Background: an optimization exercise with open tools, aiming at small area. Do not read the settings as production practice. In this exercise RTL edits were held to simulation tests only and were not proved equivalent to the original. Power figures rest on the tool's default switching activity, not on a simulated workload.

== T ==
Design mips_dcache, start of the top module:
module mips_dcache (
    input  logic                      clk,
    input  logic                      rst,
    input  logic                      read_en,
    input  logic                      write_en,
    input  logic                      data_valid,
    input  logic [32-1:0] addr,
    input  logic [32-1:0] writedata,
    input  logic [32-1:0] data_in,
    input  logic [4-1:0]  byte_en,
    output logic [32-1:0] readdata,
    output logic                      stall
);
Size: ~3700 cells after synthesis, roughly 2000 flip-flops, ~140 I/O pins, ~71000 um2 of cells after synthesis.
==> module mips_dcache, before the edit <==
module mips_dcache (
    input  logic                      clk,
    input  logic                      rst,
    input  logic                      read_en,
    input  logic                      write_en,
    input  logic                      data_valid,
    input  logic [32-1:0] addr,
    input  logic [32-1:0] writedata,
    input  logic [32-1:0] data_in,
    input  logic [4-1:0]  byte_en,
    output logic [32-1:0] readdata,
    output logic                      stall
);
    logic [3:0]  st   [8];
    logic [26:0] tagm [32];              
    logic [31:0] datm [32];
    logic [31:0] rreg;
    logic [2:0]  s;
    logic [26:0] t;
    logic [7:0]  sd;                     
    logic [3:0]  cur;
    logic        full;
    logic [3:0]  valid;
    logic [26:0] tag_rdn [4];            
    logic [3:0]  eq;                     
    logic [3:0]  match;
    logic        hit;
    logic        fill;
    logic [1:0]  victim;
    logic [1:0]  hit_idx;
    logic [1:0]  tw;                     
    logic [31:0] wdata;
    logic [3:0]  st_next;
    assign s = addr[4:2];
    assign t = addr[31:5];
    always_comb begin
        for (int i = 0; i < 8; i++) sd[i] = (s == i);
    end
    always_comb begin
        cur = '0;
        for (int i = 0; i < 8; i++) cur = cur | ({4{sd[i]}} & st[i]);
    end
    assign full     = cur[3];
    assign valid[0] = full | cur[2] | cur[1];
    assign valid[1] = full | cur[2];
    assign valid[2] = full | (cur[2] & cur[1]);
    assign valid[3] = full;
    logic [7:0] sdn;
    assign sdn = ~sd;
    for (genvar w = 0; w < 4; w++) begin : g_tag
        for (genvar b = 0; b < 27; b++) begin : g_bit
            logic [7:0] col;
            for (genvar i = 0; i < 8; i++) begin : g_set
                assign col[i] = tagm[i*4+w][b];
            end
            dcache_sel8n u_sel (.seln(sdn), .d(col), .yn(tag_rdn[w][b]));
        end
        assign eq[w]    = (tag_rdn[w] == ~t);
        assign match[w] = valid[w] & eq[w];
    end
    assign hit     = |match;
    logic hit_st;
    dcache_anyhit u_hit_st (.valid(valid), .eq(eq), .hit(hit_st));
    assign stall   = ~hit_st & (read_en | (write_en & ~(&byte_en)));
    assign fill    = (read_en | write_en) & ~hit & (data_valid | (write_en & (&byte_en)));
    assign victim  = full ? (cur[2] ? {1'b1, cur[1]} : {1'b0, cur[0]}) : cur[2:1];
    assign hit_idx = {match[3] | match[2], match[3] | match[1]};
    assign tw      = fill ? victim : hit_idx;
    logic [3:0] fill_w;
    logic [3:0] wr_hit_w;
    always_comb begin
        for (int w = 0; w < 4; w++) begin
            fill_w[w]   = fill & (victim == w);
            wr_hit_w[w] = write_en & match[w];
        end
    end
    assign st_next[3]   = full | (fill & cur[2] & cur[1]);
    assign st_next[2:1] = full ? {~tw[1], tw[1] ? ~tw[0] : cur[1]} : (cur[2:1] + {1'b0, fill});
    assign st_next[0]   = tw[1] ? cur[0] : ~tw[0];
    always_ff @(posedge clk) begin
        for (int i = 0; i < 8; i++) begin
            if (rst) st[i] <= '0;
            else if (sd[i] & (fill | ((read_en | write_en) & hit))) st[i] <= st_next;
        end
    end
    always_comb begin
        for (int b = 0; b < 4; b++) begin
            wdata[b*8 +: 8] = (write_en & byte_en[b]) ? writedata[b*8 +: 8] : data_in[b*8 +: 8];
        end
    end
    always_ff @(posedge clk) begin
        for (int i = 0; i < 8; i++) begin
            for (int w = 0; w < 4; w++) begin
                if (sd[i] & fill_w[w]) tagm[i*4+w] <= t;
                for (int b = 0; b < 4; b++) begin
                    if (sd[i] & (fill_w[w] | (wr_hit_w[w] & byte_en[b])))
                        datm[i*4+w][b*8 +: 8] <= wdata[b*8 +: 8];
                end
            end
        end
    end
    logic [31:0] word_sel;
    always_comb begin
        for (int i = 0; i < 8; i++)
            for (int w = 0; w < 4; w++) word_sel[i*4+w] = sd[i] & match[w];
    end
    logic fill_dv;
    logic [31:0] r_in;
    assign fill_dv = fill & data_valid;
    for (genvar b = 0; b < 32; b++) begin : g_rd
        logic [32:0] col;
        for (genvar k = 0; k < 32; k++) begin : g_word
            assign col[k] = datm[k][b];
        end
        assign col[32] = data_in[b];
        dcache_sel33 u_sel (.sel({fill_dv, word_sel}), .d(col), .y(r_in[b]));
    end
    always_ff @(posedge clk) begin
        if (rst) rreg <= '0;
        else if (fill_dv | (read_en & hit)) rreg <= r_in;
    end
    assign readdata = data_valid ? data_in : rreg;
endmodule
export LEC_CHECK = 0
export CAP_MARGIN = 20
export CORE_MARGIN = 2
export CORE_UTILIZATION = 65
export PLACE_DENSITY = 0.75
export SETUP_SLACK_MARGIN = 0.1
export SLEW_MARGIN = 20
export SYNTH_HIERARCHICAL = 1
export SYNTH_MINIMUM_KEEP_SIZE = 0
create_clock -name core_clock -period 7.0 [get_ports {clk}]
standard.sh (not shown) runs the stock make flow with config.mk's settings and CLKGATE_MAP_FILE= SYNTH_SCRIPT=/design/flow/synth_recipe.tcl, a recipe that flattens the netlist after the stock synthesis.
==> flow/flow/run.sh <==
#!/bin/bash
# The standard flow (standard.sh: the standard flow's own synthesis and ORFS steps) with two
# settings passed to ORFS:
#  - the port buffers are buf_1 cells rather than the delay cells buffer_ports
#    picks by default (each port still gets its own buffer);
#  - clock tree: clkbuf_8 cells, sink clusters of at most 18 flip-flops within
#    50 um, and no dummy loads.
# The whole run's output goes to run.log; ORFS writes each step's log under
# orfs/logs/.
set -euo pipefail
bash standard.sh \
  "BUFFER_PORTS_ARGS=-buffer_cell sky130_fd_sc_hd__buf_1" \
  "CTS_ARGS=-sink_clustering_enable -repair_clock_nets -dont_use_dummy_load -buf_list sky130_fd_sc_hd__clkbuf_8 -sink_clustering_size 18 -sink_clustering_max_diameter 50" \
  finish > run.log 2>&1
#### Input delta (P over T)
-- flow/design.v --
<<< T, line 84
    logic [1:0]  hit_idx;
    logic [1:0]  tw;                     
    logic [31:0] wdata;
    logic [3:0]  st_next;
>>> P, line 84
    logic [1:0]  hit_idx;
    logic [1:0]  tw;                     
    logic [3:0]  tw_oh;
    logic        wr_any;
    logic [3:0]  byte_wr;
    logic [31:0] wdata;
    logic [3:0]  st_next;
<<< T, line 121
    assign hit_idx = {match[3] | match[2], match[3] | match[1]};
    assign tw      = fill ? victim : hit_idx;
    logic [3:0] fill_w;
    logic [3:0] wr_hit_w;
    always_comb begin
        for (int w = 0; w < 4; w++) begin
            fill_w[w]   = fill & (victim == w);
            wr_hit_w[w] = write_en & match[w];
        end
    end
    assign st_next[3]   = full | (fill & cur[2] & cur[1]);
>>> P, line 124
    assign hit_idx = {match[3] | match[2], match[3] | match[1]};
    assign tw      = fill ? victim : hit_idx;
    always_comb begin
        for (int w = 0; w < 4; w++) tw_oh[w] = (tw == w);
    end
    assign st_next[3]   = full | (fill & cur[2] & cur[1]);
<<< T, line 138
        end
    end
    always_comb begin
        for (int b = 0; b < 4; b++) begin
            wdata[b*8 +: 8] = (write_en & byte_en[b]) ? writedata[b*8 +: 8] : data_in[b*8 +: 8];
        end
>>> P, line 136
        end
    end
    assign wr_any = fill | (write_en & hit);
    always_comb begin
        for (int b = 0; b < 4; b++) begin
            byte_wr[b]      = fill | byte_en[b];
            wdata[b*8 +: 8] = (write_en & byte_en[b]) ? writedata[b*8 +: 8] : data_in[b*8 +: 8];
        end
<<< T, line 146
        for (int i = 0; i < 8; i++) begin
            for (int w = 0; w < 4; w++) begin
                if (sd[i] & fill_w[w]) tagm[i*4+w] <= t;
                for (int b = 0; b < 4; b++) begin
                    if (sd[i] & (fill_w[w] | (wr_hit_w[w] & byte_en[b])))
                        datm[i*4+w][b*8 +: 8] <= wdata[b*8 +: 8];
                end
>>> P, line 146
        for (int i = 0; i < 8; i++) begin
            for (int w = 0; w < 4; w++) begin
                if (fill & sd[i] & tw_oh[w]) tagm[i*4+w] <= t;
                for (int b = 0; b < 4; b++) begin
                    if (wr_any & sd[i] & tw_oh[w] & byte_wr[b])
                        datm[i*4+w][b*8 +: 8] <= wdata[b*8 +: 8];
                end
Results
The flow did not stop early for P: all stages ran, and the layout cleared the timing, design-rule and antenna checks. When the final numbers for P and T were put side by side, the non-clock buffer count turned out to be smaller in T. Status: combinational share of power parity (P, T). Per the comparison of P with T, number of antenna violations at the first check in global routing grew by 3, source-to-sink clock delay at the later pin of the worst-skew pair barely changed, clock transition at the registers of the reported paths went down by 30 ps.

re-timing with driven ports:
How much do the figures lean on ideal ports? The routed layouts below were timed once more, with nothing changed but the port constraints. Step 1: set_driving_cell puts a clkbuf_16 on clk and a buf_2 on each other input, an assumption about the parent block. Step 2 moves the port delays by t, midway between the first and last clock arrival at a register: inputs arrive t later, outputs are due t later. That takes back most of the time a late clock gives input paths. Three values: ideal, step 1, step 2; two values: the first two.
run	shift t [ns]	setup slack, ns	worst hold slack (ns)	worst slew at a driven data input, ns
T	0.917	0.352 / 0.315 / 0.021	0.470 / 0.470 / 0.470	0.14
P	0.923	0.271 / 0.187 / -0.215	0.495 / 0.495 / 0.495	0.16
With both steps, setup timing fails in P, where it was met with ideal ports. The setup slack of P, which loses most, moves by -0.084 ns with the drivers and by -0.486 ns with both steps.
